What follows belongs to an exercise in optimizing a design on an open flow for small area and a short achievable clock period; a production flow would make more cautious choices.
Function was checked by simulation only, so behaviour that the tests miss may differ from the original.
Power figures rest on the tool's default switching activity, not on a simulated workload.

## fjord
==> flow/design.v <==
`timescale 1ns/1ps
module rename_top (
    input  logic      clk,
    input  logic      rst,
    input  logic      rename_valid,
    input  logic [$clog2(32)-1:0] rs1_arch,
    input  logic [$clog2(32)-1:0] rs2_arch,
    input  logic [$clog2(32)-1:0] rd_arch,
    input  logic      complete_valid,
    input  logic [$clog2(16)-1:0]   complete_rob_id,
    input  logic      complete_mispredict,
    output logic      rename_ready,
    output logic [$clog2(64)-1:0]  rs1_phy,
    output logic [$clog2(64)-1:0]  rs2_phy,
    output logic [$clog2(64)-1:0]  rd_phy,
    output logic [$clog2(16)-1:0]   rob_id,
    output logic      retire_valid,
    output logic [$clog2(32)-1:0] retire_rd_arch,
    output logic [$clog2(64)-1:0]  retire_rd_phy,
    output logic      flush
);
    wire [$clog2(64)-1:0] fmap_q [32];
    wire [$clog2(64)-1:0] bmap_q [32];
    wire [64-1:0] free_q;
    wire [64-1:0] held_q;
    logic [64-1:0] free_d;
    logic [$clog2(64)-1:0] alloc_q;
    logic avail_q;
    logic ready_q;
    logic [$clog2(16):0] head_q;
    logic [$clog2(16):0] tail_q;
    logic [$clog2(32)-1:0] ent_rd_arch [16];
    logic [$clog2(64)-1:0]  ent_new_phy [16];
    logic [16-1:0] ent_done;
    logic [16-1:0] ent_misp;
    logic retire_misp;
    logic [$clog2(64)-1:0] release_phy;
    assign fmap_q[0] = '0;
    assign bmap_q[0] = '0;
    assign free_q[0] = 1'b0;
    assign held_q[0] = 1'b1;
    assign free_d[0] = 1'b0;
    assign rs1_phy = fmap_q[rs1_arch];
    assign rs2_phy = fmap_q[rs2_arch];
    logic [$clog2(64)-1:0] alloc_d;
    logic [7:0] grp_any;
    logic [2:0] grp_idx [8];
    always_comb begin
        for (int g = 0; g < 8; g++) begin
            grp_any[g] = |free_d[g*8 +: 8];
            grp_idx[g] = '0;
            for (int j = 7; j >= 0; j--) begin
                if (free_d[g*8 + j]) grp_idx[g] = j[2:0];
            end
        end
        alloc_d = '0;
        for (int g = 7; g >= 0; g--) begin
            if (grp_any[g]) alloc_d = {g[2:0], grp_idx[g]};
        end
    end
    logic [64-1:0] lower_free;
    always_comb begin
        lower_free[0] = 1'b0;
        for (int i = 1; i < 64; i++) begin
            lower_free[i] = lower_free[i-1] | free_q[i-1];
        end
    end
    logic recovering, rename_fire, alloc_fire, pop;
    logic rd_nz;
    logic [$clog2(16)-1:0] head_slot, tail_slot;
    logic [$clog2(16):0] head_d, tail_d;
    logic full_d, retire_valid_d, retire_misp_d, flush_d;
    assign head_slot = head_q[$clog2(16)-1:0];
    assign tail_slot = tail_q[$clog2(16)-1:0];
    assign recovering = (retire_valid && retire_misp) || flush;
    assign rd_nz = (rd_arch != '0);
    assign rename_ready = ready_q && (avail_q || !rd_nz);
    assign rename_fire  = rename_valid && rename_ready;
    assign alloc_fire   = rename_valid && ready_q && avail_q && rd_nz;
    assign rd_phy = alloc_fire ? alloc_q : '0;
    assign rob_id = tail_slot;
    assign pop = (head_q != tail_q) && ent_done[head_slot] && !recovering;
    assign retire_valid_d = pop;
    assign retire_misp_d = pop && ent_misp[head_slot];
    assign flush_d = retire_valid && retire_misp;
    always_comb begin
        head_d = head_q;
        tail_d = tail_q;
        if (flush) begin
            head_d = tail_q;
        end else begin
            if (pop) head_d = head_q + 1'b1;
            if (rename_fire) tail_d = tail_q + 1'b1;
        end
    end
    assign full_d = (head_d[$clog2(16)-1:0] == tail_d[$clog2(16)-1:0]) &&
                    (head_d[$clog2(16)] != tail_d[$clog2(16)]);
    logic release_valid;
    assign release_valid = retire_valid && (retire_rd_arch != '0);
    for (genvar i = 1; i < 32; i++) begin : g_map
        logic [$clog2(64)-1:0] f_q, b_q;
        assign fmap_q[i] = f_q;
        assign bmap_q[i] = b_q;
        always_ff @(posedge clk or posedge rst) begin
            if (rst) begin
                f_q <= i[$clog2(64)-1:0];
            end else if (flush) begin
                f_q <= b_q;
            end else if (alloc_fire && (rd_arch == i[$clog2(32)-1:0])) begin
                f_q <= alloc_q;
            end
        end
        always_ff @(posedge clk or posedge rst) begin
            if (rst) begin
                b_q <= i[$clog2(64)-1:0];
            end else if (release_valid && (retire_rd_arch == i[$clog2(32)-1:0])) begin
                b_q <= retire_rd_phy;
            end
        end
    end
    for (genvar i = 1; i < 64; i++) begin : g_phy
        logic rel_hit, new_hit, fr_q, hd_q;
        assign free_q[i] = fr_q;
        assign held_q[i] = hd_q;
        assign rel_hit = release_valid && (release_phy == i[$clog2(64)-1:0]);
        assign new_hit = release_valid && (retire_rd_phy == i[$clog2(64)-1:0]);
        assign free_d[i] = flush ? !hd_q
                                 : ((fr_q && (!alloc_fire || lower_free[i])) || rel_hit);
        always_ff @(posedge clk or posedge rst) begin
            if (rst) begin
                fr_q <= (i >= 32);
                hd_q <= (i < 32);
            end else begin
                fr_q <= free_d[i];
                hd_q <= (hd_q && !rel_hit) || new_hit;
            end
        end
    end
    always_ff @(posedge clk or posedge rst) begin
        if (rst) begin
            head_q <= '0;
            tail_q <= '0;
            retire_valid <= 1'b0;
            retire_misp <= 1'b0;
            flush <= 1'b0;
            ready_q <= 1'b1;
            alloc_q <= 32;
            avail_q <= 1'b1;
        end else begin
            head_q <= head_d;
            tail_q <= tail_d;
            retire_valid <= retire_valid_d;
            retire_misp <= retire_misp_d;
            flush <= flush_d;
            ready_q <= !full_d && !(retire_valid_d && retire_misp_d) && !flush_d;
            alloc_q <= alloc_d;
            avail_q <= |free_d;
        end
    end
    always_ff @(posedge clk) begin
        if (complete_valid && !recovering) begin
            ent_done[complete_rob_id] <= 1'b1;
            ent_misp[complete_rob_id] <= complete_mispredict;
        end
        if (rename_fire) begin
            ent_done[tail_slot] <= 1'b0;
        end
    end
    always_ff @(posedge clk) begin
        if (rename_fire) begin
            ent_rd_arch[tail_slot] <= rd_arch;
            ent_new_phy[tail_slot] <= rd_phy;
        end
    end
    logic [$clog2(32)-1:0] head_arch;
    assign head_arch = ent_rd_arch[head_slot];
    always_ff @(posedge clk) begin
        retire_rd_arch <= head_arch;
        retire_rd_phy <= ent_new_phy[head_slot];
        if (release_valid && (retire_rd_arch == head_arch)) begin
            release_phy <= retire_rd_phy;
        end else begin
            release_phy <= bmap_q[head_arch];
        end
    end
endmodule
clock: 6.0 ns
lec_check: 0
cap_margin: 20
cell_pad_in_sites_detail_placement: 1
cell_pad_in_sites_global_placement: 2
core_margin: 2
core_utilization: 25
cts_buf_list: sky130_fd_sc_hd__clkbuf_16
cts_cluster_diameter: 100
cts_cluster_size: 20
place_density: 0.7
setup_slack_margin: 1.8
slew_margin: 20
run.sh (not shown) runs the stock make flow with config.mk's settings and CLKGATE_MAP_FILE= SYNTH_SCRIPT=/design/flow/synth_recipe.tcl, a recipe that flattens the netlist after the stock synthesis.
## Diff of input files: garnet against fjord
-- flow/config.mk --
<<< fjord, line 13
export CTS_BUF_LIST = sky130_fd_sc_hd__clkbuf_16
export CTS_CLUSTER_DIAMETER = 100
export CTS_CLUSTER_SIZE = 20
export PLACE_DENSITY = 0.7
export SETUP_SLACK_MARGIN = 1.8
>>> garnet, line 13
export CTS_BUF_LIST = sky130_fd_sc_hd__clkbuf_8
export CTS_CLUSTER_DIAMETER = 80
export CTS_CLUSTER_SIZE = 15
export PLACE_DENSITY = 0.85
export SETUP_SLACK_MARGIN = 1.9
garnet vs. fjord: portion of the layout cell area used by non-clock buffers went up by 0.87 points.
Looking at maximum clock frequency across both flows, garnet is the stronger of the two, with fjord trailing.
Placeable core region: garnet vs fjord identical
Total power shrinks by a few percent when moving from fjord to garnet.
Wire length: garnet lower than fjord
Changes in xenon relative to garnet:
-- flow/config.mk --
<<< garnet, line 8
>>> xenon, line 8
export ABC_AREA = 1
<<< garnet, line 13
export CTS_BUF_LIST = sky130_fd_sc_hd__clkbuf_8
export CTS_CLUSTER_DIAMETER = 80
export CTS_CLUSTER_SIZE = 15
export PLACE_DENSITY = 0.85
export SETUP_SLACK_MARGIN = 1.9
>>> xenon, line 14
export PLACE_DENSITY = 0.45
export SETUP_SLACK_MARGIN = 2.0
Findings:
Total power per unit cell area: garnet and xenon compared, higher one is xenon
The final antenna diode count in xenon sits 4 above the value recorded for garnet.
garnet → xenon: count of inverters not on the clock network in the layout increased 1600%; cell area after layout higher.
garnet has higher switching power share of the total than xenon.
garnet → xenon: post-placement setup slack shows a reduction of 1.05 ns, maximum frequency moved down.
Proportion of power drawn by the clock network: xenon vs garnet up 9.7 points
Going from garnet to xenon, utilization after layout grows by 4.1 points.
Looking at via count, xenon sits 2840 above garnet.
Compared to garnet, xenon has buffering overhead 3.5 points higher.

[what the ideal ports hide]
Ports are ideal in the flow. The routed layouts listed here were re-timed in OpenROAD. Step 1 (the two cells are an assumption about what drives the block):
set clk [get_ports {clk}]
set_driving_cell -lib_cell sky130_fd_sc_hd__clkbuf_16 $clk
set_driving_cell -lib_cell sky130_fd_sc_hd__buf_2 [delete_from_list [all_inputs] $clk]
Step 2 times the ports against the registers' clock, not the clock port: input delays grow and output delays shrink by t, the midpoint of the rising clock arrivals with the driver on. Slacks: ideal ports / drivers / drivers and shift; pairs: ideal ports / drivers.
| run | shift t [ns] | slack for setup (ns) | worst setup path at the end | pins driven straight from the clock port |
|---|---|---|---|---|
| fjord | 0.726 | 1.789 / 1.755 / 1.145 | input to register | 1 |
| garnet | 0.830 | 1.818 / 1.763 / 1.245 | input to register | 1 |
| xenon | 0.795 | 0.286 / 0.286 / -0.378 | input to register | 1 |
Met with ideal ports but missed after step 2: setup timing in xenon. The setup slack of xenon, which loses most, moves by 0.000 ns with the drivers and by -0.664 ns with both steps.
